What follows belongs to an exercise in optimizing a design on an open flow for small area, a short achievable clock period and few clock cycles; a production flow would make more cautious choices. In this exercise RTL edits were held to simulation tests only and were not proved equivalent to the original. In every run shown here, the design's own scripts or RTL, not TritonCTS, make the clock network. No driver is modelled on the clock port, so clock power and skew are understated where the tree is cut down; a real chip needs a root buffer or a tree. Power is estimated from default activity; no workload was simulated.

<file path="design/flow/config.mk">
export PLATFORM = sky130hd
export DESIGN_NAME = pkt_loopback_top
export DESIGN_NICKNAME = pkt_loopback_top
export VERILOG_FILES = /design/flow/design.v
export SDC_FILE = /design/flow/constraint.sdc
export NUM_CORES = 4
export LEC_CHECK = 0
export CAP_MARGIN = 20
export CORE_MARGIN = 2
export CORE_UTILIZATION = 65
export SETUP_SLACK_MARGIN = 3.05
export SLEW_MARGIN = 20
</file>
<file path="design/flow/flow/cts_tree.tcl">
# Clock tree built here in place of TritonCTS, sourced by ORFS's cts.tcl as
# its PRE_CTS_TCL hook. It replaces the clock_tree_synthesis command with one
# that builds a two-level tree: the clock port drives four root buffers, one
# per quadrant of the sinks, and each root drives the leaf buffers of its
# quadrant; each leaf buffer drives a compact group of about two dozen
# flip-flops. Every flip-flop sits behind the same two buffer levels, so the
# tree is balanced by construction. cts.tcl then legalizes the new buffers and
# runs its usual timing repair.

proc my_tree_build { args } {
  set block [ord::get_db_block]
  set db [ord::get_db]
  set buf_master [$db findMaster sky130_fd_sc_hd__clkbuf_16]
  set clk_net [$block findNet rd_clk]

  # Sinks: every instance pin on the clock net
  set sinks {}
  foreach it [$clk_net getITerms] {
    set inst [$it getInst]
    set box [$inst getBBox]
    set x [expr { ([$box xMin] + [$box xMax]) / 2 }]
    set y [expr { ([$box yMin] + [$box yMax]) / 2 }]
    lappend sinks [list $x $y $it]
  }
  set n [llength $sinks]
  set ncol 8
  set nrow 6
  puts "my_tree: $n sinks, $ncol x $nrow leaf groups"

  # Columns of equal size by x, then rows of equal size by y in each column
  set sinks [lsort -integer -index 0 $sinks]
  set leaves {}
  for { set c 0 } { $c < $ncol } { incr c } {
    set lo [expr { $c * $n / $ncol }]
    set hi [expr { ($c + 1) * $n / $ncol - 1 }]
    set col [lsort -integer -index 1 [lrange $sinks $lo $hi]]
    set m [llength $col]
    for { set r 0 } { $r < $nrow } { incr r } {
      set rlo [expr { $r * $m / $nrow }]
      set rhi [expr { ($r + 1) * $m / $nrow - 1 }]
      lappend leaves [list $c $r [lrange $col $rlo $rhi]]
    }
  }

  # Root nets, one per quadrant
  set roots {}
  for { set q 0 } { $q < 4 } { incr q } {
    set rnet [odb::dbNet_create $block "my_clk_root_$q"]
    $rnet setSigType CLOCK
    set rinst [odb::dbInst_create $block $buf_master "my_clk_rootbuf_$q"]
    [$rinst findITerm A] connect $clk_net
    [$rinst findITerm X] connect $rnet
    lappend roots [list $rinst $rnet]
    set rsum($q) {0 0 0}
  }

  set k 0
  foreach leaf $leaves {
    lassign $leaf c r group
    set q [expr { ($c >= $ncol / 2 ? 1 : 0) + ($r >= $nrow / 2 ? 2 : 0) }]
    set lnet [odb::dbNet_create $block "my_clk_leaf_$k"]
    $lnet setSigType CLOCK
    set linst [odb::dbInst_create $block $buf_master "my_clk_leafbuf_$k"]
    set sx 0
    set sy 0
    foreach s $group {
      lassign $s x y it
      $it disconnect
      $it connect $lnet
      incr sx $x
      incr sy $y
    }
    set g [llength $group]
    set lx [expr { $sx / $g }]
    set ly [expr { $sy / $g }]
    $linst setLocation $lx $ly
    $linst setPlacementStatus PLACED
    [$linst findITerm A] connect [lindex [lindex $roots $q] 1]
    [$linst findITerm X] connect $lnet
    lassign $rsum($q) ax ay an
    set rsum($q) [list [expr { $ax + $lx }] [expr { $ay + $ly }] [expr { $an + 1 }]]
    incr k
  }
  for { set q 0 } { $q < 4 } { incr q } {
    lassign $rsum($q) ax ay an
    set rinst [lindex [lindex $roots $q] 0]
    $rinst setLocation [expr { $ax / $an }] [expr { $ay / $an }]
    $rinst setPlacementStatus PLACED
  }
  global_connect
  puts "my_tree: [llength $leaves] leaf buffers, 4 root buffers"
}

rename clock_tree_synthesis my_orig_clock_tree_synthesis
proc clock_tree_synthesis { args } {
  my_tree_build
}
</file>
<file path="design/flow/standard.sh">
#!/bin/bash
# synth_recipe.tcl (not shown) runs the flow's synth.tcl, then flattens the netlist and writes it again
# the make line also repeats each setting of config.mk as NAME=value (left out here)
make -C /OpenROAD-flow-scripts/flow DESIGN_CONFIG=/design/flow/config.mk WORK_HOME=/design/flow/orfs CLKGATE_MAP_FILE= SYNTH_SCRIPT=/design/flow/synth_recipe.tcl "${@:-finish}"
</file>
<file path="design/flow/flow/run.sh">
#!/bin/bash
# The standard layout with two changes: the port buffers are buf_2 cells
# rather than the delay buffer that buffer_ports picks by default (every port
# still gets its own buffer), and the clock tree is built by cts_tree.tcl, a
# balanced two-level tree, in place of TritonCTS's three-level one. The make
# output goes to standard_flow.log here; ORFS keeps each step's log under
# orfs/logs.
set -euo pipefail
here=$(pwd)
bash standard.sh BUFFER_PORTS_ARGS="-buffer_cell sky130_fd_sc_hd__buf_2" \
  PRE_CTS_TCL="$here/flow/cts_tree.tcl" finish > standard_flow.log 2>&1
</file>
<file path="design/flow/constraint.sdc">
create_clock -name core_clock -period 5.0 [get_ports {rd_clk}]
set_input_delay 1.0000 -clock core_clock [delete_from_list [all_inputs] [get_ports {rd_clk}]]
set_output_delay 1.0000 -clock core_clock [all_outputs]
set_load 0.01 [all_outputs]
</file>
<file path="design/flow/design.v">
package pkt_loopback_pkg;
    typedef struct packed {
        logic                sop;
        logic                eop;
        logic [3-1:0] empty;
        logic [64-1:0]  data;
    } beat_t;
    typedef logic [$clog2(16 + 1)-1:0] beat_idx_t;
    typedef enum logic [1:0] {
        st_idle,
        st_load,
        st_send,
        st_done
    } tx_state_e;
endpackage
`timescale 1ns/1ns
module pkt_loopback_top (
    input  logic  rd_clk,
    input  logic  rd_rst_n,
    input  logic  link_up,
    input  logic  rx_valid,
    input  pkt_loopback_pkg::beat_t rx_beat,
    output logic  tx_valid,
    output pkt_loopback_pkg::beat_t tx_beat,
    input  logic  tx_ready
);
    localparam int N  = 16;          
    localparam int W  = 64 + 3 + 1;   
    localparam int P  = 4;           
    localparam int PW = 64 / P;
    logic [W-1:0] slot [N];
    logic [P-1:1] carry;             
    logic [N-1:0] v;                 
    logic [N-1:0] move;              
    logic         pop;
    logic         tv;                
    logic         next_sop;          
    logic         out_sop;
    assign pop = tv && tx_ready;
    logic [N-1:1] room;              
    logic [N:0]   none;              
    logic [N:0]   one;               
    logic [N-1:0] none_below_top;    
    logic [N-1:0] v_stay;            
    logic [N-1:0] v_shift;           
    logic [N-1:0] v_nxt;
    logic [N-1:1] room_nxt;
    always_comb begin
        none[N] = 1'b1;
        one[N]  = 1'b1;
        for (int i = N - 1; i >= 0; i--) begin
            none[i] = none[i+1] && v[i];
            one[i]  = v[i] ? one[i+1] : none[i+1];
        end
        none_below_top[N-1] = 1'b1;
        for (int i = N - 2; i >= 0; i--) begin
            none_below_top[i] = none_below_top[i+1] && v[i];
        end
        move[0] = rx_valid;
        for (int i = 1; i < N; i++) begin
            move[i] = room[i] || (v[i-1] && pop);
        end
        v_stay[0]  = rx_valid || (v[0] && none[1]);
        v_shift[0] = rx_valid;
        for (int i = 1; i < N; i++) begin
            v_stay[i]  = room[i] || (v[i] && none[i+1]);
            v_shift[i] = v[i-1];
        end
        v_nxt = pop ? v_shift : v_stay;
        room_nxt[1] = rx_valid && (pop ? !none_below_top[0] : !one[0]);
        for (int i = 2; i < N; i++) begin
            room_nxt[i] = v[i-2] && (pop ? !none_below_top[i-1] : !one[i-1]);
        end
    end
    logic [W-1:0] step [P];
    logic [P-1:0] cout;
    always_comb begin
        for (int i = 0; i < P; i++) begin
            logic         cin;
            logic [PW-1:0] part;
            cin     = (i == 0) ? 1'b1 : carry[i == 0 ? 1 : i];
            part    = slot[i][i*PW +: PW];
            step[i] = slot[i];
            step[i][i*PW +: PW] = part + PW'(cin);
            cout[i] = cin && (&part);
        end
    end
    logic [W-1:0] src [N];
    always_comb begin
        src[0] = {rx_beat.eop, rx_beat.empty & {3{rx_beat.eop}}, rx_beat.data};
        for (int i = 1; i < N; i++) begin
            src[i] = (i <= P) ? step[(i <= P) ? i - 1 : 0] : slot[i-1];
        end
    end
    logic [N-1:0] keep;
    always_comb begin
        for (int i = 0; i < N; i++) begin
            keep[i] = v[i] && !pop && ((i == N - 1) ? 1'b1 : !room[(i == N - 1) ? 1 : i + 1]);
        end
    end
    always_ff @(posedge rd_clk) begin
        for (int i = 0; i < N; i++) begin
            slot[i] <= (src[i] & {W{move[i]}}) | (slot[i] & {W{keep[i]}});
        end
        for (int i = 1; i < P; i++) begin
            carry[i] <= (cout[i-1] & move[i]) | (carry[i] & keep[i]);
        end
        out_sop <= (next_sop & move[N-1]) | (out_sop & keep[N-1]);
    end
    always_ff @(posedge rd_clk or negedge rd_rst_n) begin
        if (!rd_rst_n) begin
            v        <= '0;
            room     <= '0;
            tv       <= 1'b0;
            next_sop <= 1'b1;
        end else begin
            v        <= v_nxt;
            room     <= room_nxt;
            if (move[N-1]) begin
                next_sop <= slot[N-2][W-1];
            end
            tv       <= v_nxt[N-1] && link_up;
        end
    end
    always_ff @(posedge rd_clk) begin
        tx_valid <= v_nxt[N-1] && link_up;
    end
    assign tx_beat = {out_sop, slot[N-1]};
endmodule
</file>
==> qor_table.md, run 1 <==
| Step | Result | This run |
|:---|:---|:---|
| outcome | Outcome | no timing/DRC/antenna violations |
| synth | Syn avg cell area | 12.4 um2 |
| layout | Share of cells above drive strength 1 | 19.0% |
| die | Die area | 0.0569 mm2 |
| die | # rows | 85 |
| layout | Area growth, synth to finish | 20.7% |
| timing | Slew at the pin with the worst max-slew slack | 0.941 ns |
| placement | Global placement routability congestion | 0.793 |
| layout | Final #Nets | 3,203 |
| drt | Routed wl met2 | 45.9 mm |
| global routing | All-Layer GR Usage | 29.4% |
| synth | Post-synthesis cell type count | 57 |
| timing | Final max-slew violation count | 0 |
| worst setup path | Critical path buffer and inverter count | 5 |
| layout | Final cell area excluding filler cells | 0.0432 mm2 |
| worst setup path | Startpoint-to-endpoint class of the critical path | in -> reg |
| layout | Number of diodes added for antenna fixing | 0 |
| clock tree | Clock network latency to the later pin of the worst-skew pair | 0.43 ns |
| drt | Count of TritonRoute iterations in the first routing pass | 5 |
| synth | Netlist Area Pre-Place | 0.0358 mm2 |
| timing | RSZ-0062 raised after global routing | yes |
| worst setup path | Critical-path top delay cell | nor3b_4 |
| synth | Syn Nets | 2,971 |
| drt | Post-route antenna net violation count | 0 |
| synth | Top cell type's share of synthesized area | 61.2% |
| synth | Library cell occupying the most area in the post-synthesis netlist | dfxtp_1 |
| synth | Synth cell count leaders | 1,093 x dfxtp_1, 1,030 x a22o_1, 124 x clkbuf_1, 112 x nand2_1, 96 x buf_2 |
| die | Die outline height | 239 um |
| worst setup path | Top cell family by delay on the critical path | buffers and inverters |
| timing | Setup violators final | 0 |
| synth | Top area cells in the synthesized netlist | dfxtp_1 61%, a22o_1 25%, dfrtp_1 2.2% |
| global routing | Number of global-route vias before repair | 23,600 |
| clock tree | Hold buffer count at CTS | 0 |
| timing | Fin Hold WS | 0.458 ns |
| worst setup path | Cell breakdown of the critical path | buf_12, and2_4, buf_6, nor3b_4, buf_12, buf_6, clkbuf_16, a22o_1 |
| synth | Async set-or-reset flop fraction in the synthesized netlist | 2.93% |
| pwr | Ratio of total power to cell area | 562 mW/mm2 |
| worst setup path | Largest fanout on the critical path | 17 |
| synth | Post-synth EDFFs | 0 |
| synth | Most instantiated flip-flop cell in the synthesis netlist | dfxtp_1 |
| pwr | Total power | 24.3 mW |
| drt | Detailed-routing wirelength on met1 | 33.1 mm |
| layout | Core utilization of the finished layout | 79.7% |
| die | Std-Cell Core Area | 0.0541 mm2 |
| placement | Placed cell count | 3,485 |
| worst setup path | Kind of capture point of the worst setup path | register |
| worst setup path | Worst EP required | 5.38 ns |
| pwr | VDD IR max | 0.342 mV |
| drt | Iter 0 DRT Violations | 1,528 |
| drt | Final routed wirelength across all metal layers | 87.7 mm |
| global routing | Wire length of the first global-routing pass | 133 mm |
| layout | Post-Layout Cell Count | 3,816 |
| drt | Total via count after detailed routing | 23,500 |
| placement | Dpl hpwl | 38.4 mm |
| timing | Slew margin rel. | 37.2% |
| run | Maximum capacitance violations | 0 |
| worst setup path | Arrival time at the worst endpoint | 2.34 ns |
| global routing | Leftover overflow at the end of global routing | 0 |
| drt | Mean routed wirelength per cell | 23.0 um |
| layout | Count of filler cells inserted in the layout | 3,153 |
| pwr | Static power due to leakage | 17.6 nW |
| placement | Post-placement worst setup slack | 1.87 ns |
| drt | Top Layer Used | met4 |
| timing | Least setup slack across all paths after layout | 3.04 ns |
| timing | Final Hold Fails | 0 |
| drt | Number of design rule violations left after detail routing | 0 |
| worst setup path | Delay of the slowest cell on the worst path | 0.21 ns |
| global routing | Antenna violations before repair | 1 |
| die | Width of the die | 239 um |
| synth | Post-synthesis instance total | 2,890 |
| die | Starting Density | 66.1% |
| clock tree | Worst-path clk slew | 0.09 ns |
| synth | Ys Warns | 4 |
| synth | Cell with the most instances after synthesis | dfxtp_1 |
| timing | Setup TNS Final | 0 ns |
| timing | Worst clock skew | 0.0174 ns |
| worst setup path | Launching element type of the critical path | input port |
| timing | Final period demand of the worst path | 1.96 ns |
| timing | Max frequency | 510 MHz |
| synth | Post-synthesis sequential area ratio | 63.5% |
| global routing | Maximum number of pins on one net before global-route repair | 69 |
| placement | Post-DP Area | 0.0364 mm2 |
| drt | Total met3 wirelength after detailed routing | 3.24 mm |
| synth | Flip-flop and latch count after synthesis | 1,126 |
| worst hold path | Type of the tightest min-delay check | reg -> reg |
| placement | Count of input and output buffers | 142 |
| drt | Post-DR vias/cell | 6.16 |
| timing | Period utilization | 39.2% |
| die | I/O pins | 144 |
==> flip-flops by register name (all words and copies together) (netlist names) <==
signal    count
room         15
v            16
slot       1088
next_sop      1
tv            1
out_sop       1
tx_valid      1
carry         3
==> power breakdown <==
| part | total [mW] | internal, mW | switching, mW |
|---|---|---|---|
| registers | 11.8 | 10.4 | 1.41 |
| clock network | 4.34 | 1.85 | 2.49 |
| logic | 8.12 | 4.04 | 4.08 |
==> final cells by class <==
type | instances | area (um2) | area share (%)
Timing Repair Buffer | 353 | 4820 | 11.2
Inverter | 9 | 33.8 | 0.0783
Sequential cell | 1126 | 22700 | 52.7
Tap cell | 696 | 871 | 2.02
Buffer | 52 | 1300 | 3.01
Multi-Input combinational cell | 1580 | 13400 | 31.1
==> worst reg2reg max path, cell delays in order, from the launching register on <==
cell and delay [ns]:
dfrtp_2 0.61, and2_4 0.30, buf_6 0.14, nor3b_4 0.05
buf_12 0.17, buf_6 0.12, buf_6 0.11, buf_16 0.14
a22o_1 0.22
==> layer usage <==
layer | global-route usage, % | up-vias
met3 | 2.60 | 243
met2 | 56.5 | 774
li1 | - | 11600
met1 | 31.4 | 10900
met4 | 16.8 | 0
met5 | 0 | -
==> path summary, 6_finish.rpt <==
kind                           from  slack, ns  depth (start not counted)           end
max in group asynchronous  rd_rst_n       3.60                          1          v[6]
min in group asynchronous  rd_rst_n       0.70                          1            tv
setup reg to reg                 tv       3.04                          8   slot[4][49]
setup / recovery           tx_ready       3.04                          8  slot[14][10]
hold / removal             carry[3]       0.46                          2      carry[3]
hold reg to reg            carry[3]       0.46                          2      carry[3]
==> placed cells by master (no fill, tap or decap), drive strengths merged, types with 2 or more instances in the layout <==
cell type  count
dfxtp       1093
xnor2         31
a41oi          2
nand4         23
a21boi         2
bufbuf        14
a21oi         19
ha             7
a22o        1030
and3           6
nor3b         10
o2111ai        3
a31oi          6
and4           3
o211ai         4
buf          337
nand4b         2
xor2          27
a21o          10
inv            9
nand2        116
or2            2
clkbuf        54
o21ai         76
nor2          33
nand3         33
and2          13
a32o           4
nor3          14
dfrtp         32
maj3           2
o21a           3
nor4           8
nand2b        78
==> logic make-up (layout without fill, tap and decap cells) <==
group,after synthesis,in the layout,share of synthesized area [%]
flip-flops,1126,1126,63.5
adder cells (fa/ha/maj),9,9,0.301
buffers and inverters,272,414,3.57
XOR/XNOR,58,58,1.42
AND/OR/NAND/NOR,264,344,3.87
multiplexers,1,1,0.0315
AO/OA/AOI/OAI,1160,1168,27.3
==> what timing repair did <==
| action | 4_1_cts | 5_1_grt |
|---|---|---|
| resized for setup | 335 | 27 |
| setup endpoints to repair | 1125 | 799 |
| cloned | 165 | 3 |
| setup buffers | 102 | 9 |
| pin swaps | 210 | 1 |
Testbench counts, summed over its fixed seeds: cycles 4,916.
==> run 2, diff against run 1 <==
--- a/design/flow/design.v
+++ b/design/flow/design.v
@@ -38,39 +38,42 @@
     logic         out_sop;
     assign pop = tv && tx_ready;
     logic [N-1:1] room;              
-    logic [N:0]   none;              
-    logic [N:0]   one;               
-    logic [N-1:0] none_below_top;    
+    logic [N:1]   full;              
     logic [N-1:0] v_stay;            
     logic [N-1:0] v_shift;           
     logic [N-1:0] v_nxt;
+    logic [N:1]   full_stay;
+    logic [N:1]   full_shift;
+    logic [N-1:1] room_stay;
+    logic [N-1:1] room_shift;
     logic [N-1:1] room_nxt;
     always_comb begin
-        none[N] = 1'b1;
-        one[N]  = 1'b1;
-        for (int i = N - 1; i >= 0; i--) begin
-            none[i] = none[i+1] && v[i];
-            one[i]  = v[i] ? one[i+1] : none[i+1];
-        end
-        none_below_top[N-1] = 1'b1;
-        for (int i = N - 2; i >= 0; i--) begin
-            none_below_top[i] = none_below_top[i+1] && v[i];
+        full[N] = 1'b1;
+        for (int i = N - 1; i >= 1; i--) begin
+            full[i] = full[i+1] && v[i];
         end
         move[0] = rx_valid;
         for (int i = 1; i < N; i++) begin
             move[i] = room[i] || (v[i-1] && pop);
         end
-        v_stay[0]  = rx_valid || (v[0] && none[1]);
+        v_stay[0]  = rx_valid || (v[0] && full[1]);
         v_shift[0] = rx_valid;
         for (int i = 1; i < N; i++) begin
-            v_stay[i]  = room[i] || (v[i] && none[i+1]);
+            v_stay[i]  = room[i] || (v[i] && full[i+1]);
             v_shift[i] = v[i-1];
         end
-        v_nxt = pop ? v_shift : v_stay;
-        room_nxt[1] = rx_valid && (pop ? !none_below_top[0] : !one[0]);
-        for (int i = 2; i < N; i++) begin
-            room_nxt[i] = v[i-2] && (pop ? !none_below_top[i-1] : !one[i-1]);
+        full_stay[N]  = 1'b1;
+        full_shift[N] = 1'b1;
+        for (int i = N - 1; i >= 1; i--) begin
+            full_stay[i]  = full_stay[i+1] && v_stay[i];
+            full_shift[i] = full_shift[i+1] && v_shift[i];
         end
+        for (int i = 1; i < N; i++) begin
+            room_stay[i]  = v_stay[i-1] && !full_stay[i];
+            room_shift[i] = v_shift[i-1] && !full_shift[i];
+        end
+        v_nxt    = pop ? v_shift : v_stay;
+        room_nxt = pop ? room_shift : room_stay;
     end
     logic [W-1:0] step [P];
     logic [P-1:0] cout;
@@ -85,27 +88,33 @@
             cout[i] = cin && (&part);
         end
     end
-    logic [W-1:0] src [N];
-    always_comb begin
-        src[0] = {rx_beat.eop, rx_beat.empty & {3{rx_beat.eop}}, rx_beat.data};
-        for (int i = 1; i < N; i++) begin
-            src[i] = (i <= P) ? step[(i <= P) ? i - 1 : 0] : slot[i-1];
+    always_ff @(posedge rd_clk) begin
+        if (move[0]) begin
+            slot[0] <= {rx_beat.eop,
+                        rx_beat.empty & {3{rx_beat.eop}},
+                        rx_beat.data};
+        end
+        for (int i = 1; i <= P; i++) begin
+            if (move[i]) begin
+                slot[i] <= step[i-1];
+            end
+        end
+        for (int i = 1; i < P; i++) begin
+            if (move[i]) begin
+                carry[i] <= cout[i-1];
+            end
+        end
+        for (int i = P + 1; i < N - 1; i++) begin
+            if (move[i]) begin
+                slot[i] <= slot[i-1];
+            end
         end
     end
-    logic [N-1:0] keep;
-    always_comb begin
-        for (int i = 0; i < N; i++) begin
-            keep[i] = v[i] && !pop && ((i == N - 1) ? 1'b1 : !room[(i == N - 1) ? 1 : i + 1]);
-        end
-    end
+    logic keep_top;
+    assign keep_top = v[N-1] && !pop;
     always_ff @(posedge rd_clk) begin
-        for (int i = 0; i < N; i++) begin
-            slot[i] <= (src[i] & {W{move[i]}}) | (slot[i] & {W{keep[i]}});
-        end
-        for (int i = 1; i < P; i++) begin
-            carry[i] <= (cout[i-1] & move[i]) | (carry[i] & keep[i]);
-        end
-        out_sop <= (next_sop & move[N-1]) | (out_sop & keep[N-1]);
+        slot[N-1] <= (slot[N-2] & {W{move[N-1]}}) | (slot[N-1] & {W{keep_top}});
+        out_sop   <= (next_sop & move[N-1]) | (out_sop & keep_top);
     end
     always_ff @(posedge rd_clk or negedge rd_rst_n) begin
         if (!rd_rst_n) begin
--- a/design/flow/config.mk
+++ b/design/flow/config.mk
@@ -8,5 +8,5 @@
 export CAP_MARGIN = 20
 export CORE_MARGIN = 2
 export CORE_UTILIZATION = 65
-export SETUP_SLACK_MARGIN = 3.05
+export SETUP_SLACK_MARGIN = 3.0
 export SLEW_MARGIN = 20
==> qor_table.md, run 2 <==
| Step | Result | This run | vs previous |
|:---|:---|:---|:---|
| layout | Number of diodes added for antenna fixing | 0 | unchanged |
| worst hold path | Type of the tightest min-delay check | reg -> reg |  |
| worst setup path | Launching element type of the critical path | register |  |
| worst setup path | Startpoint-to-endpoint class of the critical path | reg -> reg |  |
| die | # rows | 85 | unchanged |
| clock tree | Clock network latency to the later pin of the worst-skew pair | 0.43 ns | about the same |
| pwr | Ratio of total power to cell area | 590 mW/mm2 | +5.0% |
| layout | Most common cell after layout, fill and taps aside | edfxtp_1 |  |
| timing | Fin Hold WS | 0.397 ns | -0.0614 ns |
| synth | Cell with the most instances after synthesis | edfxtp_1 |  |
| worst setup path | Arrival time at the worst endpoint | 2.37 ns | +0.03 ns |
| timing | Period utilization | 41.7% | +2.5 points |
| synth | Post-synthesis sequential area ratio | 92.5% | +29 points |
| synth | Post-synth EDFFs | 1,023 | +1,023 |
| worst setup path | Largest fanout on the critical path | 5 | -12 |
| drt | Final routed wirelength across all metal layers | 48.5 mm | -45% |
| worst setup path | Reg-to-reg slack, setup | 2.91 ns | -0.12 ns |
| die | Std-Cell Core Area | 0.0540 mm2 | -0.20% |
| placement | Post-placement worst setup slack | 2.02 ns | +0.147 ns |
| placement | Dpl hpwl | 20.9 mm | -46% |
| layout | Share of cells above drive strength 1 | 24.0% | +5.0 points |
| layout | Area of combinational cells with multiple inputs | 0.00443 mm2 | -67% |
| drt | Number of design rule violations left after detail routing | 0 | unchanged |
| timing | Max frequency | 479 MHz | -5.9% |
| drt | Count of TritonRoute iterations in the first routing pass | 5 | unchanged |
| synth | Top area cells in the synthesized netlist | edfxtp_1 86%, dfxtp_1 3.9%, dfrtp_1 2.2% |  |
| synth | Synth cell count leaders | 1,023 x edfxtp_1, 70 x dfxtp_1, 69 x a22o_1 |  |
| timing | Setup violators final | 0 | unchanged |
| worst setup path | Critical-path top delay cell | or4b_4 |  |
| synth | Syn avg cell area | 23.2 um2 | +87% |
| clock tree | Hold buffer count at CTS | 0 | unchanged |
| layout | Area growth, synth to finish | 15.9% |  |
| global routing | All-Layer GR Usage | 17.6% | -12 points |
| layout | Area occupied by registers | 0.0330 mm2 | +45% |
| outcome | Outcome | no timing/DRC/antenna violations |  |
| die | Starting Density | 65.9% | -0.16 points |
| timing | Worst clock skew | 0.0277 ns | +0.0103 ns |
| layout | Registers with the most flip-flops | slot x1088, v x16, room x15 |  |
| pwr | Static power due to leakage | 14.6 nW | -17% |
| die | Die outline height | 238 um | -0.22% |
| placement | Global placement routability congestion | 0.708 | -11% |
| clock tree | Worst-path clk slew | 0.09 ns | about the same |
| placement | Count of input and output buffers | 142 | unchanged |
| synth | Async set-or-reset flop fraction in the synthesized netlist | 2.93% | unchanged |
| global routing | Wire length of the first global-routing pass | 75.4 mm | -44% |
| drt | Iter 0 DRT Violations | 625 | -59% |
| layout | Count of filler cells inserted in the layout | 2,790 | -12% |
| drt | Post-route antenna net violation count | 0 | unchanged |
| timing | Setup TNS Final | 0 ns | unchanged |
| layout | Max FFs per register | 1,088 | unchanged |
| worst setup path | Top cell family by delay on the critical path | simple AND/OR/NAND/NOR gates |  |
| drt | Routed wl met2 | 26.5 mm | -42% |
| timing | Slew margin rel. | 41.9% | +4.7 points |
| pwr | VDD IR max | 0.346 mV | +1.2% |
| worst setup path | Cell breakdown of the critical path | buf_6, o211ai_1, a21oi_2, or4b_4, buf_6, nor3_2, o31ai_1 |  |
| layout | Final #Nets | 1,971 | -38% |
| worst setup path | Delay of the slowest cell on the worst path | 0.58 ns | +0.37 ns |
| drt | Detailed-routing wirelength on met1 | 17.4 mm | -47% |
| layout | Register with the most flip-flops | slot |  |
| worst setup path | Kind of capture point of the worst setup path | register |  |
| global routing | Maximum number of pins on one net before global-route repair | 37 | -46% |
| drt | Post-DR vias/cell | 5.27 | -14% |
| drt | Total via count after detailed routing | 13,600 | -42% |
| timing | Final period demand of the worst path | 2.09 ns | +0.124 ns |
| timing | Least setup slack across all paths after layout | 2.91 ns | -0.124 ns |
| synth | Syn Nets | 1,616 | -46% |
| run | Maximum capacitance violations | 0 | unchanged |
| worst setup path | Worst EP required | 5.28 ns | -0.10 ns |
| die | Width of the die | 238 um | -0.22% |
| layout | Most frequent cells in the layout | 1,023 x edfxtp_1, 140 x buf_2, 76 x nand2b_4 |  |
| timing | Slew at the pin with the worst max-slew slack | 0.870 ns | -0.0713 ns |
| global routing | Leftover overflow at the end of global routing | 0 | unchanged |
| synth | Netlist Area Pre-Place | 0.0356 mm2 | -0.44% |
| synth | Most instantiated flip-flop cell in the synthesis netlist | edfxtp_1 |  |
| global routing | Antenna violations before repair | 1 | unchanged |
| drt | Top Layer Used | met4 |  |
| global routing | Number of global-route vias before repair | 13,500 | -43% |
| drt | Mean routed wirelength per cell | 18.8 um | -18% |
| die | I/O pins | 144 | unchanged |
| worst setup path | Critical path buffer and inverter count | 2 | -3 |
| synth | Ys Warns | 3 | -1 |
| synth | Post-synthesis cell type count | 45 | -21% |
| die | Die area | 0.0567 mm2 | -0.43% |
| timing | Final Hold Fails | 0 | unchanged |
| synth | Library cell occupying the most area in the post-synthesis netlist | edfxtp_1 |  |
| timing | RSZ-0062 raised after global routing | yes |  |
| timing | Final max-slew violation count | 0 | unchanged |
| synth | Flip-flop and latch count after synthesis | 1,126 | unchanged |
| synth | Top cell type's share of synthesized area | 86.2% | +25 points |
| drt | Total met3 wirelength after detailed routing | 2.28 mm | -30% |
| worst setup path | Most common cell on crit path | buf_6 |  |
| synth | Post-synthesis instance total | 1,535 | -47% |
## run 2: layout make-up
class	instances	area share, %
Timing Repair Buffer	216	4.10
Multi-Input combinational cell	488	10.7
Buffer	52	3.15
Inverter	6	0.0545
Sequential cell	1126	79.9
Tap cell	696	2.11
## run 2: cell families (layout without fill, tap and decap cells)
group                    Yosys count  in the layout  share of synthesized area, %
adder cells (fa/ha/maj)            7              7                         0.246
flip-flops                      1126           1126                          92.5
multiplexers                       1              1                        0.0316
AND/OR/NAND/NOR                  177            258                          2.59
AO/OA/AOI/OAI                    132            166                          2.85
buffers and inverters             36            274                         0.414
XOR/XNOR                          56             56                          1.38
## run 2: final timing paths
path                                   from     endpoint  depth (start not counted)
max in group asynchronous          rd_rst_n         v[5]                          1
min in group asynchronous          rd_rst_n         v[7]                          1
worst max register to register        v[13]      room[7]                          7
worst min register to register  slot[7][66]  slot[8][66]                          0
worst min-delay path            slot[7][66]  slot[8][66]                          0
worst max-delay path                  v[13]      room[7]                          7
## run 2: per-stage QoR
stage	std cells	instance area, um2	power [mW]	util, %
after detailed placement	2346	37200	18.7	68.9
after global placement	2346	37200	18.5	68.9
after global routing	2584	41300	25.4	76.4
after floorplan	1535	35900	17.8	-
after CTS	2574	41200	23.8	76.2
final	2584	41300	24.4	76.4
## run 2: metal layers
metal | global-route usage (%) | up-vias
met5 | 0 | -
met4 | 6.91 | 0
met3 | 2.59 | 90
met2 | 33.9 | 300
met1 | 19.5 | 6355
li1 | - | 6868
## run 2: report_power, final
part	leakage (nW)	total (mW)	switching (mW)	internal (mW)
logic	3.15	3.87	2.38	1.50
registers	10.8	16.3	1.22	15.0
clock network	0.641	4.22	2.37	1.85
## run 2: what timing repair did
item / in CTS / in global routing
resized for setup: 178 / 16
endpoints found under the setup margin: 1075 / 14
cloned: 123 / 0
setup buffers: 53 / 10
pin swaps: 20 / 4
Testbench counts of run 2, summed over its fixed seeds: cycles 4,916.
==> run 3, diff against run 2 <==
--- a/design/flow/design.v
+++ b/design/flow/design.v
@@ -37,16 +37,10 @@
     logic         next_sop;          
     logic         out_sop;
     assign pop = tv && tx_ready;
-    logic [N-1:1] room;              
     logic [N:1]   full;              
     logic [N-1:0] v_stay;            
     logic [N-1:0] v_shift;           
     logic [N-1:0] v_nxt;
-    logic [N:1]   full_stay;
-    logic [N:1]   full_shift;
-    logic [N-1:1] room_stay;
-    logic [N-1:1] room_shift;
-    logic [N-1:1] room_nxt;
     always_comb begin
         full[N] = 1'b1;
         for (int i = N - 1; i >= 1; i--) begin
@@ -54,26 +48,15 @@
         end
         move[0] = rx_valid;
         for (int i = 1; i < N; i++) begin
-            move[i] = room[i] || (v[i-1] && pop);
+            move[i] = v[i-1] && (!full[i] || pop);
         end
         v_stay[0]  = rx_valid || (v[0] && full[1]);
         v_shift[0] = rx_valid;
         for (int i = 1; i < N; i++) begin
-            v_stay[i]  = room[i] || (v[i] && full[i+1]);
+            v_stay[i]  = (v[i-1] && !full[i]) || (v[i] && full[i+1]);
             v_shift[i] = v[i-1];
         end
-        full_stay[N]  = 1'b1;
-        full_shift[N] = 1'b1;
-        for (int i = N - 1; i >= 1; i--) begin
-            full_stay[i]  = full_stay[i+1] && v_stay[i];
-            full_shift[i] = full_shift[i+1] && v_shift[i];
-        end
-        for (int i = 1; i < N; i++) begin
-            room_stay[i]  = v_stay[i-1] && !full_stay[i];
-            room_shift[i] = v_shift[i-1] && !full_shift[i];
-        end
-        v_nxt    = pop ? v_shift : v_stay;
-        room_nxt = pop ? room_shift : room_stay;
+        v_nxt = pop ? v_shift : v_stay;
     end
     logic [W-1:0] step [P];
     logic [P-1:0] cout;
@@ -119,12 +102,10 @@
     always_ff @(posedge rd_clk or negedge rd_rst_n) begin
         if (!rd_rst_n) begin
             v        <= '0;
-            room     <= '0;
             tv       <= 1'b0;
             next_sop <= 1'b1;
         end else begin
             v        <= v_nxt;
-            room     <= room_nxt;
             if (move[N-1]) begin
                 next_sop <= slot[N-2][W-1];
             end
==> qor_table.md, run 3 <==
| Step | Result | This run | vs previous |
|:---|:---|:---|:---|
| drt | Number of design rule violations left after detail routing | 0 | unchanged |
| clock tree | Clock network latency to the later pin of the worst-skew pair | 0.42 ns | about the same |
| timing | Fin Hold WS | 0.412 ns | +0.0155 ns |
| pwr | Static power due to leakage | 14.9 nW | +2.2% |
| synth | Syn Nets | 1,639 | +1.4% |
| drt | Total via count after detailed routing | 14,000 | +3.1% |
| pwr | Total power | 17.1 mW | -30% |
| worst hold path | Type of the tightest min-delay check | reg -> reg |  |
| timing | Worst clock skew | 0.0217 ns | -0.00604 ns |
| global routing | Wire length of the first global-routing pass | 77.2 mm | +2.4% |
| worst setup path | Most common cell on crit path | buf_8 |  |
| drt | Post-DR vias/cell | 5.32 | +1.0% |
| global routing | All-Layer GR Usage | 17.7% | +0.15 points |
| worst setup path | Cell breakdown of the critical path | buf_8, a21bo_4, nor3_4, and4_4, nor2b_4, buf_8, buf_16 |  |
| global routing | Leftover overflow at the end of global routing | 0 | unchanged |
| synth | Ys Warns | 3 | unchanged |
| synth | Top area cells in the synthesized netlist | edfxtp_1 88%, dfxtp_1 4.0%, nand2_1 1.7% |  |
| synth | Async set-or-reset flop fraction in the synthesized netlist | 1.62% | -1.3 points |
| synth | Netlist Area Pre-Place | 0.0350 mm2 | -1.8% |
| synth | Post-synthesis cell type count | 34 | -24% |
| die | Width of the die | 236 um | -0.87% |
| placement | Dpl hpwl | 20.7 mm | -0.80% |
| timing | Setup TNS Final | 0 ns | unchanged |
| layout | Registers with the most flip-flops | slot x1088, v x16, carry x3 |  |
| worst setup path | Critical-path top delay cell | and4_4 |  |
| layout | Final #Nets | 2,025 | +2.7% |
| placement | Count of input and output buffers | 142 | unchanged |
| worst setup path | Startpoint-to-endpoint class of the critical path | in -> reg |  |
| die | Starting Density | 65.4% | -0.52 points |
| worst setup path | Arrival time at the worst endpoint | 2.45 ns | +0.08 ns |
| timing | Least setup slack across all paths after layout | 2.74 ns | -0.171 ns |
| layout | Number of diodes added for antenna fixing | 0 | unchanged |
| synth | Syn avg cell area | 22.5 um2 | -3.2% |
| worst setup path | Worst R2R Path Depth | 7 | unchanged |
| pwr | VDD IR max | 0.319 mV | -8.0% |
| die | I/O pins | 144 | unchanged |
| synth | Synth cell count leaders | 1,023 x edfxtp_1, 163 x nand2_1, 93 x nand3_1, 70 x dfxtp_1, 36 x xnor2_1 |  |
| worst setup path | Reg-to-reg slack, setup | 2.83 ns | -0.08 ns |
| worst setup path | Kind of capture point of the worst setup path | register |  |
| worst setup path | Largest fanout on the critical path | 8 | +3 |
| worst setup path | Critical path buffer and inverter count | 3 | +1 |
| outcome | Outcome | no timing/DRC/antenna violations |  |
| drt | Count of TritonRoute iterations in the first routing pass | 5 | unchanged |
| placement | Post-placement worst setup slack | 1.53 ns | -0.489 ns |
| layout | Register with the most flip-flops | slot |  |
| clock tree | Worst-path clk slew | 0.09 ns | about the same |
| synth | Cell with the most instances after synthesis | edfxtp_1 |  |
| timing | RSZ-0062 raised after global routing | yes |  |
| worst setup path | Worst EP required | 5.19 ns | -0.09 ns |
| global routing | Maximum number of pins on one net before global-route repair | 70 | +89% |
| synth | Top cell type's share of synthesized area | 87.8% | +1.6 points |
| placement | Post-DP Area | 0.0367 mm2 | -1.5% |
| die | Std-Cell Core Area | 0.0535 mm2 | -0.98% |
| drt | Mean routed wirelength per cell | 21.8 um | +16% |
| timing | Final Hold Fails | 0 | unchanged |
| layout | Share of cells above drive strength 1 | 23.0% | -0.98 points |
| timing | Final period demand of the worst path | 2.26 ns | +0.171 ns |
| layout | Area growth, synth to finish | 20.7% |  |
| synth | Post-synthesis instance total | 1,558 | +1.5% |
| die | Die area | 0.0557 mm2 | -1.7% |
| worst setup path | Worst reg2reg endpoint | slot[3][42] |  |
| drt | Iter 0 DRT Violations | 851 | +36% |
| worst setup path | Top cell family by delay on the critical path | simple AND/OR/NAND/NOR gates |  |
| layout | Most frequent cells in the layout | 1,023 x edfxtp_1, 160 x nand2_1, 140 x buf_2 |  |
| die | # rows | 85 | unchanged |
| placement | Global placement routability congestion | 0.713 | +0.71% |
| layout | Most common cell after layout, fill and taps aside | edfxtp_1 |  |
| worst setup path | Launching element type of the critical path | input port |  |
| timing | Period utilization | 45.1% | +3.4 points |
| drt | Final routed wirelength across all metal layers | 57.4 mm | +18% |
| worst setup path | Delay of the slowest cell on the worst path | 0.35 ns | -0.23 ns |
| global routing | Antenna violations before repair | 0 | -1 |
| layout | Final cell area excluding filler cells | 0.0422 mm2 | +2.3% |
| timing | Slew at the pin with the worst max-slew slack | 0.574 ns | -0.296 ns |
| run | Maximum capacitance violations | 0 | unchanged |
| synth | Most instantiated flip-flop cell in the synthesis netlist | edfxtp_1 |  |
| synth | Flip-flop and latch count after synthesis | 1,111 | -1.3% |
| worst setup path | Worst setup path end | slot[7][66] |  |
| drt | Post-route antenna net violation count | 0 | unchanged |
| layout | Max FFs per register | 1,088 | unchanged |
| timing | Setup violators final | 0 | unchanged |
| global routing | Number of global-route vias before repair | 14,000 | +3.5% |
| synth | Post-synthesis sequential area ratio | 93.1% | +0.59 points |
| synth | Post-synth EDFFs | 1,023 | unchanged |
| timing | Max frequency | 443 MHz | -7.6% |
| worst setup path | First element of the critical path | tx_ready |  |
| die | Die outline height | 236 um | -0.87% |
| pwr | Ratio of total power to cell area | 405 mW/mm2 | -31% |
| timing | Slew margin rel. | 61.7% | +20 points |
| clock tree | Hold buffer count at CTS | 0 | unchanged |
| worst setup path | Reg-to-reg startpoint | v[13] |  |
| worst setup path | Worst path depth | 7 | unchanged |
| synth | Library cell occupying the most area in the post-synthesis netlist | edfxtp_1 |  |
| timing | Final max-slew violation count | 0 | unchanged |
## run 3: worst min path at each step
stage / from / endpoint / slack [ns] / cells after the start
floorplan: slot[9][0] / slot[10][0] / 0.40 / 0
global placement: slot[0][16] / slot[1][16] / 0.40 / 0
detailed placement: slot[9][51] / slot[10][51] / 0.40 / 0
CTS: slot[9][51] / slot[10][51] / 0.40 / 0
global route: slot[0][40] / slot[1][40] / 0.43 / 0
finish: slot[2][58] / slot[3][58] / 0.41 / 0
## run 3: layout make-up
type,instances,area (um2)
timing repair buffer,351,4950
sequential,1111,32600
multi-input combinational,425,2530
fill,2638,11300
inverter,3,11.3
buffer,52,1300
tap,696,871
## run 3: kinds of logic (layout without fill, tap and decap cells)
kind of cell    after synthesis  after routing  synth area share [%]
fa+ha+maj                     7              7                 0.250
xor+xnor                     56             56                  1.40
flops                      1111           1111                  93.1
buf+inv                      28            406                 0.343
compound gates                9             10                 0.197
simple gates                347            352                  4.72
## run 3: timing repair
action,in CTS,in global routing
gates resized for setup,150,38
setup buffers,55,26
pin swaps,14,4
endpoints found under the setup margin,1083,861
gates cloned,72,45
## run 3: power breakdown
group	switching (mW)	internal [mW]
Clock	2.50	1.86
Combinational	0.651	0.670
Sequential	0.303	11.1
Total	3.45	13.7
## run 3: metal layers
layer  vias up  GRT usage, %  routed length [um]
li1       6681             -                   -
met1      6907          22.1               20600
met2       357          33.4               33200
met3        93          1.85                1970
met4         0          4.34                1660
met5         -             0                   0
## run 3: worst reg2reg max path: stages, from the launching register on
cell	delay [ns]
dfrtp_1	0.45
nand3_2	0.25
nor4_4	0.35
buf_6	0.20
and3_4	0.26
a21boi_4	0.08
buf_12	0.16
buf_12	0.16
## run 3: per-stage QoR
| step | cells | utilization, % |
|---|---|---|
| 2_1_floorplan | 1558 | - |
| 3_3_place_gp | 2388 | 68.6 |
| 3_5_place_dp | 2388 | 68.6 |
| 4_1_cts | 2567 | 76.3 |
| 5_1_grt | 2638 | 79.0 |
| 6_report | 2638 | 79.0 |
Testbench counts of run 3, summed over its fixed seeds: cycles 4,916.
==> run 4, diff against run 3 <==
--- a/design/flow/design.v
+++ b/design/flow/design.v
@@ -37,26 +37,41 @@
     logic         next_sop;          
     logic         out_sop;
     assign pop = tv && tx_ready;
-    logic [N:1]   full;              
+    logic [N-1:1] room;              
+    logic [N:0]   empty_from;        
+    logic [N-1:0] gap_at;            
+    logic [N-1:0] two_from;          
     logic [N-1:0] v_stay;            
     logic [N-1:0] v_shift;           
     logic [N-1:0] v_nxt;
+    logic [N-1:1] room_nxt;
     always_comb begin
-        full[N] = 1'b1;
-        for (int i = N - 1; i >= 1; i--) begin
-            full[i] = full[i+1] && v[i];
+        empty_from[N] = 1'b0;
+        for (int i = 0; i < N; i++) begin
+            empty_from[i] = !v[i] || ((i < N - 1) ? room[(i < N - 1) ? i + 1 : 1] : 1'b0);
+        end
+        for (int i = 0; i < N; i++) begin
+            gap_at[i] = !v[i] && empty_from[i+1];
+        end
+        two_from[N-1] = 1'b0;
+        for (int i = N - 2; i >= 0; i--) begin
+            two_from[i] = two_from[i+1] || gap_at[i];
         end
         move[0] = rx_valid;
         for (int i = 1; i < N; i++) begin
-            move[i] = v[i-1] && (!full[i] || pop);
+            move[i] = room[i] || (v[i-1] && pop);
         end
-        v_stay[0]  = rx_valid || (v[0] && full[1]);
+        v_stay[0]  = rx_valid || (v[0] && !empty_from[1]);
         v_shift[0] = rx_valid;
         for (int i = 1; i < N; i++) begin
-            v_stay[i]  = (v[i-1] && !full[i]) || (v[i] && full[i+1]);
+            v_stay[i]  = room[i] || (v[i] && !empty_from[i+1]);
             v_shift[i] = v[i-1];
         end
         v_nxt = pop ? v_shift : v_stay;
+        room_nxt[1] = rx_valid && (two_from[0] || (pop && v[N-1] && empty_from[0]));
+        for (int i = 2; i < N; i++) begin
+            room_nxt[i] = v[i-2] && (two_from[i-1] || (pop && v[N-1] && empty_from[i-1]));
+        end
     end
     logic [W-1:0] step [P];
     logic [P-1:0] cout;
@@ -102,10 +117,12 @@
     always_ff @(posedge rd_clk or negedge rd_rst_n) begin
         if (!rd_rst_n) begin
             v        <= '0;
+            room     <= '0;
             tv       <= 1'b0;
             next_sop <= 1'b1;
         end else begin
             v        <= v_nxt;
+            room     <= room_nxt;
             if (move[N-1]) begin
                 next_sop <= slot[N-2][W-1];
             end
--- a/design/flow/config.mk
+++ b/design/flow/config.mk
@@ -8,5 +8,5 @@
 export CAP_MARGIN = 20
 export CORE_MARGIN = 2
 export CORE_UTILIZATION = 65
-export SETUP_SLACK_MARGIN = 3.0
+export SETUP_SLACK_MARGIN = 3.05
 export SLEW_MARGIN = 20
==> qor_table.md, run 4 <==
| Step | Result | This run | vs previous |
|:---|:---|:---|:---|
| clock tree | Worst-path clk slew | 0.09 ns | about the same |
| pwr | VDD IR max | 0.323 mV | +1.4% |
| drt | Number of design rule violations left after detail routing | 0 | unchanged |
| worst setup path | Largest fanout on the critical path | 2 | -6 |
| synth | Syn avg cell area | 23.3 um2 | +3.9% |
| synth | Cell with the most instances after synthesis | edfxtp_1 |  |
| global routing | Number of global-route vias before repair | 13,300 | -5.0% |
| layout | Share of cells above drive strength 1 | 25.4% | +2.4 points |
| worst setup path | Reg-to-reg slack, setup | 3.12 ns | +0.29 ns |
| timing | Final Hold Fails | 0 | unchanged |
| timing | Slew at the pin with the worst max-slew slack | 0.797 ns | +0.224 ns |
| timing | RSZ-0062 raised after global routing | yes |  |
| outcome | Outcome | no timing/DRC/antenna violations |  |
| layout | Area occupied by registers | 0.0330 mm2 | +1.2% |
| synth | Post-synthesis sequential area ratio | 92.5% | -0.64 points |
| synth | Library cell occupying the most area in the post-synthesis netlist | edfxtp_1 |  |
| synth | Netlist Area Pre-Place | 0.0356 mm2 | +1.8% |
| synth | Top area cells in the synthesized netlist | edfxtp_1 86%, dfxtp_1 3.9%, dfrtp_1 2.2% |  |
| layout | Most common cell after layout, fill and taps aside | edfxtp_1 |  |
| placement | Global placement routability congestion | 0.718 | +0.66% |
| layout | Max FFs per register | 1,088 | unchanged |
| synth | Post-synth EDFFs | 1,023 | unchanged |
| worst setup path | Worst path depth | 1 | -6 |
| die | I/O pins | 144 | unchanged |
| placement | Dpl hpwl | 20.2 mm | -2.4% |
| worst setup path | Arrival time at the worst endpoint | 0.91 ns | -1.54 ns |
| worst setup path | Worst R2R Path Depth | 4 | -3 |
| drt | Post-route antenna net violation count | 0 | unchanged |
| global routing | All-Layer GR Usage | 18.1% | +0.41 points |
| drt | Final routed wirelength across all metal layers | 50.0 mm | -13% |
| layout | Number of diodes added for antenna fixing | 0 | unchanged |
| layout | Registers with the most flip-flops | slot x1088, v x16, room x15 |  |
| global routing | Leftover overflow at the end of global routing | 0 | unchanged |
| synth | Synth cell count leaders | 1,023 x edfxtp_1, 70 x dfxtp_1, 69 x a22o_1, 41 x nand2_1, 36 x xnor2_1 |  |
| synth | Most instantiated flip-flop cell in the synthesis netlist | edfxtp_1 |  |
| timing | Final max-slew violation count | 0 | unchanged |
| timing | Period utilization | 38.3% | -6.9 points |
| die | Die outline height | 238 um | +0.90% |
| placement | Count of input and output buffers | 142 | unchanged |
| pwr | Ratio of total power to cell area | 637 mW/mm2 | +57% |
| layout | Area of combinational cells with multiple inputs | 0.00483 mm2 | +91% |
| die | Die area | 0.0567 mm2 | +1.8% |
| synth | Post-synthesis instance total | 1,527 | -2.0% |
| pwr | Static power due to leakage | 15.2 nW | +1.7% |
| worst setup path | Startpoint-to-endpoint class of the critical path | reg -> out |  |
| layout | Area growth, synth to finish | 18.3% |  |
| timing | Slew margin rel. | 46.8% | -15 points |
| layout | Register with the most flip-flops | slot |  |
| synth | Async set-or-reset flop fraction in the synthesized netlist | 2.93% | +1.3 points |
| drt | Count of TritonRoute iterations in the first routing pass | 5 | unchanged |
| worst setup path | Cell breakdown of the critical path | buf_2 |  |
| layout | Count of filler cells inserted in the layout | 2,733 | +3.6% |
| die | # rows | 85 | unchanged |
| layout | Final #Nets | 1,992 | -1.6% |
| clock tree | Clock network latency to the later pin of the worst-skew pair | 0.42 ns | about the same |
| worst setup path | Worst EP required | 4.00 ns | -1.19 ns |
| die | Starting Density | 66.0% | +0.55 points |
| synth | Post-synthesis cell type count | 50 | +47% |
| worst setup path | Critical-path top delay cell | dfxtp_2 |  |
| worst hold path | Type of the tightest min-delay check | reg -> reg |  |
| synth | Flip-flop and latch count after synthesis | 1,126 | +1.4% |
| worst setup path | Kind of capture point of the worst setup path | output port |  |
| layout | Core utilization of the finished layout | 78.0% | -0.95 points |
| worst setup path | Launching element type of the critical path | register |  |
| placement | Post-placement worst setup slack | 1.74 ns | +0.208 ns |
| timing | Least setup slack across all paths after layout | 3.09 ns | +0.343 ns |
| global routing | Wire length of the first global-routing pass | 76.8 mm | -0.55% |
| timing | Setup TNS Final | 0 ns | unchanged |
| worst setup path | Top cell family by delay on the critical path | flip-flops |  |
| synth | Syn Nets | 1,608 | -1.9% |
| die | Width of the die | 238 um | +0.90% |
| worst hold path | Hold-critical path depth | 0 | unchanged |
| worst setup path | Critical path buffer and inverter count | 1 | -2 |
| drt | Iter 0 DRT Violations | 546 | -36% |
| timing | Final period demand of the worst path | 1.91 ns | -0.343 ns |
| run | Maximum capacitance violations | 0 | unchanged |
| worst setup path | Delay of the slowest cell on the worst path | 0.36 ns | about the same |
| timing | Worst clock skew | 0.0198 ns | -0.00188 ns |
| layout | Most frequent cells in the layout | 1,023 x edfxtp_1, 140 x buf_2, 101 x nand2b_4 |  |
| timing | Fin Hold WS | 0.413 ns | +0.000463 ns |
| synth | Top cell type's share of synthesized area | 86.2% | -1.6 points |
| drt | Mean routed wirelength per cell | 19.2 um | -12% |
| drt | Total via count after detailed routing | 13,600 | -3.3% |
| timing | Max frequency | 522 MHz | +18% |
| timing | Setup violators final | 0 | unchanged |
| synth | Ys Warns | 3 | unchanged |
| drt | Post-DR vias/cell | 5.21 | -2.1% |
| die | Std-Cell Core Area | 0.0540 mm2 | +0.99% |
| global routing | Maximum number of pins on one net before global-route repair | 39 | -44% |
| global routing | Antenna violations before repair | 0 | unchanged |
==> run 4: cell types whose count changed after synthesis, moves of 11 or more <==
cell	before	now
a22o_1	0	69
nand2_1	163	41
dfrtp_1	17	32
a21oi_1	0	13
nand3_1	93	26
o21ai_0	1	20
inv_1	3	14
==> run 4: routing by layer <==
metal	track usage [%]	up-vias	routed length (um)
li1	-	6852	-
met1	19.0	6373	17100
met2	36.1	273	28400
met3	2.39	77	2010
met4	7.39	0	2490
met5	0	-	0
==> run 4: area by class of cell <==
cell class | instances | share of cell area, %
flip-flops and latches | 1126 | 78.2
repair buffers | 220 | 5.00
multi-input cells | 497 | 11.5
inverters | 14 | 0.151
plain buffers | 52 | 3.09
well taps | 696 | 2.07
==> run 4: worst paths after layout <==
path / from / end
max: slot[15][53] / tx_beat[53]
min: slot[7][35] / slot[8][35]
max reg2reg: v[10] / room[8]
min reg2reg: slot[7][35] / slot[8][35]
max in group asynchronous: rd_rst_n / v[12]
min in group asynchronous: rd_rst_n / v[1]
==> run 4: power breakdown <==
group | leakage, nW | switching (mW) | internal (mW) | total, mW
registers | 11.0 | 1.48 | 16.0 | 17.4
logic | 3.54 | 2.99 | 2.24 | 5.22
clock network | 0.641 | 2.35 | 1.85 | 4.20
==> run 4: kinds of logic after synthesis <==
logic type / Yosys count / share of synthesized area, %
flip-flops: 1126 / 92.5
AND/OR/NAND/NOR: 167 / 2.46
AO/OA/AOI/OAI: 133 / 2.91
XOR/XNOR: 56 / 1.38
buffers and inverters: 37 / 0.523
adder cells (fa/ha/maj): 7 / 0.246
multiplexers: 1 / 0.0316
==> run 4: stage by stage <==
stage	instance area, um2	std cells	total power [mW]
after floorplan	35800	1527	19.1
after global placement	37300	2348	19.9
after detailed placement	37300	2348	20.2
after CTS	42100	2604	26.3
after global routing	42100	2605	28.0
final	42100	2605	26.9
==> run 4: what timing repair did <==
item	in CTS	in global routing
setup endpoints to repair	1094	24
hold buffers	0	0
gates resized for setup	232	24
gates cloned	152	0
pin swaps	15	1
buffers inserted	52	1
Testbench counts of run 4, summed over its fixed seeds: cycles 4,916.
==> run 5, diff against run 4 <==
==> design/flow/flow/run.sh (replaced) <==
#!/bin/bash
# The standard layout with two changes: the port buffers are buf_2 cells
# rather than the delay buffer that buffer_ports picks by default (every port
# still gets its own buffer), and the clock tree is built by cts_tree.tcl, a
# balanced two-level tree, in place of TritonCTS's three-level one. The make
# output goes to standard_flow.log here; ORFS keeps each step's log under
# orfs/logs. Timing repair fixes fanout with buffers rather than by cloning
# gates.
set -euo pipefail
here=$(pwd)
bash standard.sh BUFFER_PORTS_ARGS="-buffer_cell sky130_fd_sc_hd__buf_2" \
  PRE_CTS_TCL="$here/flow/cts_tree.tcl" SKIP_GATE_CLONING=1 finish > standard_flow.log 2>&1
==> qor_table.md, run 5 <==
| Step | Result | This run | vs previous |
|:---|:---|:---|:---|
| outcome | Outcome | no timing/DRC/antenna violations |  |
| worst setup path | Top cell family by delay on the critical path | flip-flops |  |
| timing | Final Hold Fails | 0 | unchanged |
| drt | Post-route antenna net violation count | 0 | unchanged |
| pwr | Part of the total power dissipated in combinational logic | 16.7% | -2.8 points |
| timing | Setup TNS Final | 0 ns | unchanged |
| synth | Library cell occupying the most area in the post-synthesis netlist | edfxtp_1 |  |
| drt | Mean routed wirelength per cell | 15.5 um | -19% |
| synth | Top cell type's share of synthesized area | 86.2% | unchanged |
| synth | Syn avg cell area | 23.3 um2 | unchanged |
| layout | Most frequent cells in the layout | 1,023 x edfxtp_1, 140 x buf_2, 69 x a22o_1 |  |
| pwr | Cell internal pwr | 19.6 mW | -2.2% |
| timing | Max frequency | 520 MHz | -0.52% |
| die | Std-Cell Core Area | 0.0540 mm2 | unchanged |
| clock tree | Worst-path clk slew | 0.09 ns | about the same |
| die | # rows | 85 | unchanged |
| worst setup path | Cell breakdown of the critical path | buf_2 |  |
| synth | Syn Nets | 1,608 | unchanged |
| drt | Iter 0 DRT Violations | 494 | -9.5% |
| placement | Global placement routability congestion | 0.718 | unchanged |
| pwr | Switching portion of total power | 23.3% | -2.1 points |
| drt | Post-DR vias/cell | 5.00 | -4.0% |
| synth | Flip-flop and latch count after synthesis | 1,126 | unchanged |
| die | I/O pins | 144 | unchanged |
| synth | Synth cell count leaders | 1,023 x edfxtp_1, 70 x dfxtp_1, 69 x a22o_1, 41 x nand2_1, 36 x xnor2_1 |  |
| timing | Slew at the pin with the worst max-slew slack | 0.840 ns | +0.0422 ns |
| global routing | All-Layer GR Usage | 13.9% | -4.2 points |
| timing | Worst clock skew | 0.0273 ns | +0.00754 ns |
| drt | Total via count after detailed routing | 12,400 | -8.7% |
| run | Maximum capacitance violations | 0 | unchanged |
| synth | Post-synth EDFFs | 1,023 | unchanged |
| layout | Core utilization of the finished layout | 74.4% | -3.6 points |
| drt | Count of TritonRoute iterations in the first routing pass | 4 | -1 |
| die | Starting Density | 66.0% | unchanged |
| placement | Count of input and output buffers | 142 | unchanged |
| pwr | Relative contribution of the clock network to total power | 16.3% | +0.6 points |
| synth | Most instantiated flip-flop cell in the synthesis netlist | edfxtp_1 |  |
| synth | Post-synthesis instance total | 1,527 | unchanged |
| pwr | VDD IR max | 0.354 mV | +9.7% |
| die | Width of the die | 238 um | unchanged |
| layout | Register with the most flip-flops | slot |  |
| global routing | Antenna violations before repair | 0 | unchanged |
| synth | Post-synthesis sequential area ratio | 92.5% | unchanged |
| timing | Final period demand of the worst path | 1.92 ns | +0.0101 ns |
| layout | Post-Layout Cell Count | 2,477 | -4.9% |
| layout | Max FFs per register | 1,088 | unchanged |
| worst setup path | Startpoint-to-endpoint class of the critical path | reg -> out |  |
| layout | Registers with the most flip-flops | slot x1088, v x16, room x15 |  |
| synth | Ys Warns | 3 | unchanged |
| synth | Cell with the most instances after synthesis | edfxtp_1 |  |
| drt | Final routed wirelength across all metal layers | 38.4 mm | -23% |
| pwr | Total power | 25.6 mW | -4.9% |
| global routing | Wire length of the first global-routing pass | 62.1 mm | -19% |
| synth | Netlist Area Pre-Place | 0.0356 mm2 | unchanged |
| timing | Setup violators final | 0 | unchanged |
| die | Die outline height | 238 um | unchanged |
| global routing | Maximum number of pins on one net before global-route repair | 39 | unchanged |
| layout | Most common cell after layout, fill and taps aside | edfxtp_1 |  |
| layout | Area occupied by registers | 0.0330 mm2 | about the same |
| layout | Area growth, synth to finish | 12.8% |  |
| pwr | Ratio of total power to cell area | 636 mW/mm2 | -0.23% |
| timing | Fin Hold WS | 0.411 ns | -0.00194 ns |
| worst setup path | Launching element type of the critical path | register |  |
| drt | Number of design rule violations left after detail routing | 0 | unchanged |
| worst setup path | Arrival time at the worst endpoint | 0.92 ns | about the same |
| synth | Top area cells in the synthesized netlist | edfxtp_1 86%, dfxtp_1 3.9%, dfrtp_1 2.2% |  |
| worst setup path | Critical-path top delay cell | dfxtp_1 |  |
| worst setup path | Worst EP required | 4.00 ns | about the same |
| worst setup path | Delay of the slowest cell on the worst path | 0.37 ns | about the same |
| timing | Final max-slew violation count | 0 | unchanged |
| global routing | Number of global-route vias before repair | 11,900 | -10% |
| global routing | Leftover overflow at the end of global routing | 0 | unchanged |
| layout | Area of combinational cells with multiple inputs | 0.00275 mm2 | -43% |
| worst hold path | Type of the tightest min-delay check | reg -> reg |  |
| timing | RSZ-0062 raised after global routing | no |  |
| worst setup path | Largest fanout on the critical path | 2 | unchanged |
| timing | Slew margin rel. | 44.0% | -2.8 points |
| synth | Post-synthesis cell type count | 50 | unchanged |
| timing | Period utilization | 38.5% | +0.20 points |
| layout | Number of diodes added for antenna fixing | 0 | unchanged |
| placement | Placed cell count | 2,348 | unchanged |
| synth | Async set-or-reset flop fraction in the synthesized netlist | 2.93% | unchanged |
| die | Die area | 0.0567 mm2 | unchanged |
| pwr | Net switching power | 5.95 mW | -13% |
| layout | Final #Nets | 1,864 | -6.4% |
| worst setup path | Kind of capture point of the worst setup path | output port |  |
| placement | Dpl hpwl | 20.2 mm | unchanged |
| worst setup path | Critical path buffer and inverter count | 1 | unchanged |
| clock tree | Clock network latency to the later pin of the worst-skew pair | 0.43 ns | about the same |
| pwr | Static power due to leakage | 14.2 nW | -6.7% |
| pwr | Sequential fraction of design power | 67.0% | +2.1 points |
| layout | Share of cells above drive strength 1 | 19.0% | -6.4 points |
| layout | Count of filler cells inserted in the layout | 2,987 | +9.3% |
[run 5: cell counts after synthesis]
No cell type changed its count.
[run 5: area by class of cell]
cell class / instances / area share, %
Buffer: 52 / 3.24
Inverter: 14 / 0.131
Multi-Input combinational cell: 364 / 6.84
Sequential cell: 1126 / 82.0
Tap cell: 696 / 2.17
Timing Repair Buffer: 225 / 5.60
[run 5: layer usage]
layer  GRT usage, %  part of all wire (%)  up-vias
met5              0                     0        -
met4           3.73                   3.1        0
met1           17.5                    40     5670
met2           25.8                    53      230
met3           1.64                   4.4       60
li1               -                     -     6434
[run 5: power by group through the flow]
stage | clock (mW) | combinational (mW) | sequential (mW)
final | 4.17 | 4.27 | 17.1
after floorplan | 0 | 2.11 | 17.0
after global placement | 0 | 2.64 | 17.3
after CTS | 3.46 | 4.34 | 17.4
after detailed placement | 0 | 2.76 | 17.4
after global routing | 4.56 | 4.63 | 17.6
[run 5: cells by family (layout without fill, tap and decap cells)]
group | Yosys count | count (layout) | synth area share [%]
flops | 1126 | 1126 | 92.5
simple gates | 167 | 167 | 2.46
compound gates | 133 | 133 | 2.91
xor+xnor | 56 | 56 | 1.38
buf+inv | 37 | 291 | 0.523
fa+ha+maj | 7 | 7 | 0.246
mux | 1 | 1 | 0.0316
[run 5: metrics by stage]
step	setup WS, ns	area, um2
final	3.08	40200
after global routing	3.05	40200
after CTS	2.73	40200
after detailed placement	1.74	37300
after global placement	1.81	37300
after floorplan	2.65	35800
[run 5: path summary, 6_finish.rpt]
path,slack [ns],cells after the start,to,start
max in group asynchronous,3.79,1,room[13],rd_rst_n
min in group asynchronous,0.66,1,v[0],rd_rst_n
worst max-delay path,3.08,1,tx_beat[59],slot[15][59]
worst max register to register,3.15,6,slot[3][46],carry[2]
worst min-delay path,0.41,0,slot[8][35],slot[7][35]
worst min register to register,0.41,0,slot[8][35],slot[7][35]
[run 5: timing repair]
action / 4_1_cts / 5_1_grt
gates cloned: 0 / 0
endpoints found under the setup margin: 1094 / 19
pin swaps: 6 / 0
resized for setup: 83 / 10
buffers inserted: 77 / 0
hold buffers: 0 / 0
==> run 6, diff against run 5 <==
--- a/design/flow/flow/run.sh
+++ b/design/flow/flow/run.sh
@@ -5,8 +5,8 @@
 # balanced two-level tree, in place of TritonCTS's three-level one. The make
 # output goes to standard_flow.log here; ORFS keeps each step's log under
 # orfs/logs. Timing repair fixes fanout with buffers rather than by cloning
-# gates.
+# gates, and may resize cells across footprints.
 set -euo pipefail
 here=$(pwd)
 bash standard.sh BUFFER_PORTS_ARGS="-buffer_cell sky130_fd_sc_hd__buf_2" \
-  PRE_CTS_TCL="$here/flow/cts_tree.tcl" SKIP_GATE_CLONING=1 finish > standard_flow.log 2>&1
+  PRE_CTS_TCL="$here/flow/cts_tree.tcl" SKIP_GATE_CLONING=1 MATCH_CELL_FOOTPRINT=0 finish > standard_flow.log 2>&1
--- a/design/flow/config.mk
+++ b/design/flow/config.mk
@@ -8,5 +8,5 @@
 export CAP_MARGIN = 20
 export CORE_MARGIN = 2
 export CORE_UTILIZATION = 65
-export SETUP_SLACK_MARGIN = 3.05
+export SETUP_SLACK_MARGIN = 3.12
 export SLEW_MARGIN = 20
==> qor_table.md, run 6 <==
| Step | Result | This run | vs previous |
|:---|:---|:---|:---|
| worst setup path | Delay of the slowest cell on the worst path | 0.36 ns | about the same |
| synth | Post-synthesis sequential area ratio | 92.5% | unchanged |
| timing | Slew at the pin with the worst max-slew slack | 0.819 ns | -0.0210 ns |
| worst setup path | Critical-path top delay cell | dfxtp_1 |  |
| synth | Async set-or-reset flop fraction in the synthesized netlist | 2.93% | unchanged |
| synth | Flip-flop and latch count after synthesis | 1,126 | unchanged |
| timing | Period utilization | 38.5% | about the same |
| worst setup path | Cell breakdown of the critical path | buf_2 |  |
| die | Starting Density | 66.0% | unchanged |
| global routing | All-Layer GR Usage | 13.4% | -0.47 points |
| outcome | Outcome | no timing/DRC/antenna violations |  |
| synth | Syn Nets | 1,608 | unchanged |
| worst setup path | Startpoint-to-endpoint class of the critical path | reg -> out |  |
| worst setup path | Worst R2R Path Depth | 4 | -2 |
| synth | Top area cells in the synthesized netlist | edfxtp_1 86%, dfxtp_1 3.9%, dfrtp_1 2.2% |  |
| worst setup path | Reg-to-reg slack, setup | 3.17 ns | +0.02 ns |
| synth | Synth Area in Simple Gates | 2.46% | unchanged |
| pwr | VDD IR max | 0.428 mV | +21% |
| die | Std-Cell Core Area | 0.0540 mm2 | unchanged |
| placement | Count of input and output buffers | 142 | unchanged |
| layout | Final #Nets | 1,861 | -0.16% |
| synth | Cell with the most instances after synthesis | edfxtp_1 |  |
| timing | Final period demand of the worst path | 1.92 ns | +0.000260 ns |
| layout | Area growth, synth to finish | 13.8% |  |
| worst hold path | Hold-critical path depth | 0 | unchanged |
| synth | Netlist Area Pre-Place | 0.0356 mm2 | unchanged |
| synth | Syn avg cell area | 23.3 um2 | unchanged |
| synth | Post-synthesis instance total | 1,527 | unchanged |
| timing | Worst clock skew | 0.0192 ns | -0.00810 ns |
| placement | Dpl hpwl | 20.1 mm | -0.47% |
| worst setup path | Launching element type of the critical path | register |  |
| die | Die outline height | 238 um | unchanged |
| drt | Iter 0 DRT Violations | 500 | +1.2% |
| drt | Number of design rule violations left after detail routing | 0 | unchanged |
| layout | Number of diodes added for antenna fixing | 0 | unchanged |
| die | I/O pins | 144 | unchanged |
| global routing | Maximum number of pins on one net before global-route repair | 70 | +79% |
| layout | Count of filler cells inserted in the layout | 2,853 | -4.5% |
| global routing | Antenna violations before repair | 0 | unchanged |
| pwr | Total power | 25.7 mW | +0.48% |
| clock tree | Worst-path clk slew | 0.09 ns | about the same |
| synth | Library cell occupying the most area in the post-synthesis netlist | edfxtp_1 |  |
| layout | Register with the most flip-flops | slot |  |
| worst setup path | Worst reg2reg endpoint | room[8] |  |
| global routing | Leftover overflow at the end of global routing | 0 | unchanged |
| layout | Area occupied by registers | 0.0330 mm2 | +0.22% |
| layout | Area of combinational cells with multiple inputs | 0.00280 mm2 | +1.8% |
| layout | Max FFs per register | 1,088 | unchanged |
| timing | Setup violators final | 0 | unchanged |
[run 6: how the worst max path moves through the flow]
| stage | from | end | slack, ns | cells past startpoint |
|---|---|---|---|---|
| detailed placement | tx_ready | slot[15][34] | 2.06 | 6 |
| CTS | tx_ready | slot[15][34] | 2.80 | 8 |
| floorplan | tx_ready | carry[3] | 2.67 | 5 |
| global placement | tx_ready | slot[15][35] | 2.13 | 6 |
| finish | slot[15][63] | tx_beat[63] | 3.08 | 1 |
| global route | slot[15][63] | tx_beat[63] | 3.05 | 1 |
[run 6: stage by stage]
step,hold WS [ns],utilization (%),worst slack [ns],instance area [um2],cells
6_report,0.405,75.1,3.08,40600,2474
5_1_grt,0.423,75.1,3.05,40600,2474
4_1_cts,0.405,74.0,2.80,40000,2464
3_5_place_dp,0.405,69.1,2.06,37300,2345
3_3_place_gp,0.403,69.1,2.13,37300,2345
2_1_floorplan,0.400,-,2.67,35900,1527
[run 6: what timing repair did]
item | CTS | global route
hold buffers | 0 | 0
pin swaps | 13 | 0
resized for setup | 76 | 137
endpoints found under the setup margin | 1125 | 82
buffers inserted | 67 | 10
[run 6: area by class of cell]
class	instances	share of cell area, %
sequential	1126	81.4
tap	696	2.15
buffer	52	3.21
timing repair buffer	222	6.18
inverter	14	0.130
multi-input combinational	364	6.90
[run 6: per-layer routing]
metal / wire length [um] / part of all wire, % / up-vias / track usage (%)
li1: - / - / 6428 / -
met1: 15500 / 41 / 5677 / 17.0
met2: 20000 / 52 / 208 / 24.8
met3: 1490 / 3.9 / 66 / 1.70
met4: 1110 / 2.9 / 0 / 3.45
met5: 0 / 0 / - / 0
[run 6: cell families after synthesis]
kind of cell | Yosys count
compound gates | 133
xor+xnor | 56
fa+ha+maj | 7
buf+inv | 37
flops | 1126
mux | 1
simple gates | 167
[run 6: power breakdown]
part / switching, mW / internal, mW / total [mW] / leakage [nW]
Sequential: 1.21 / 16.0 / 17.2 / 11.0
Clock: 2.31 / 1.85 / 4.16 / 0.641
Combinational: 2.46 / 1.87 / 4.33 / 2.59
Total: 5.98 / 19.7 / 25.7 / 14.3

Setup slack of run 6, layout unchanged: 3.076 ns with ideal ports, 2.955 ns with driving cells assumed (clock clkbuf_16, inputs buf_2), 2.708 ns with port delays also shifted by the 0.530 ns mid clock arrival.
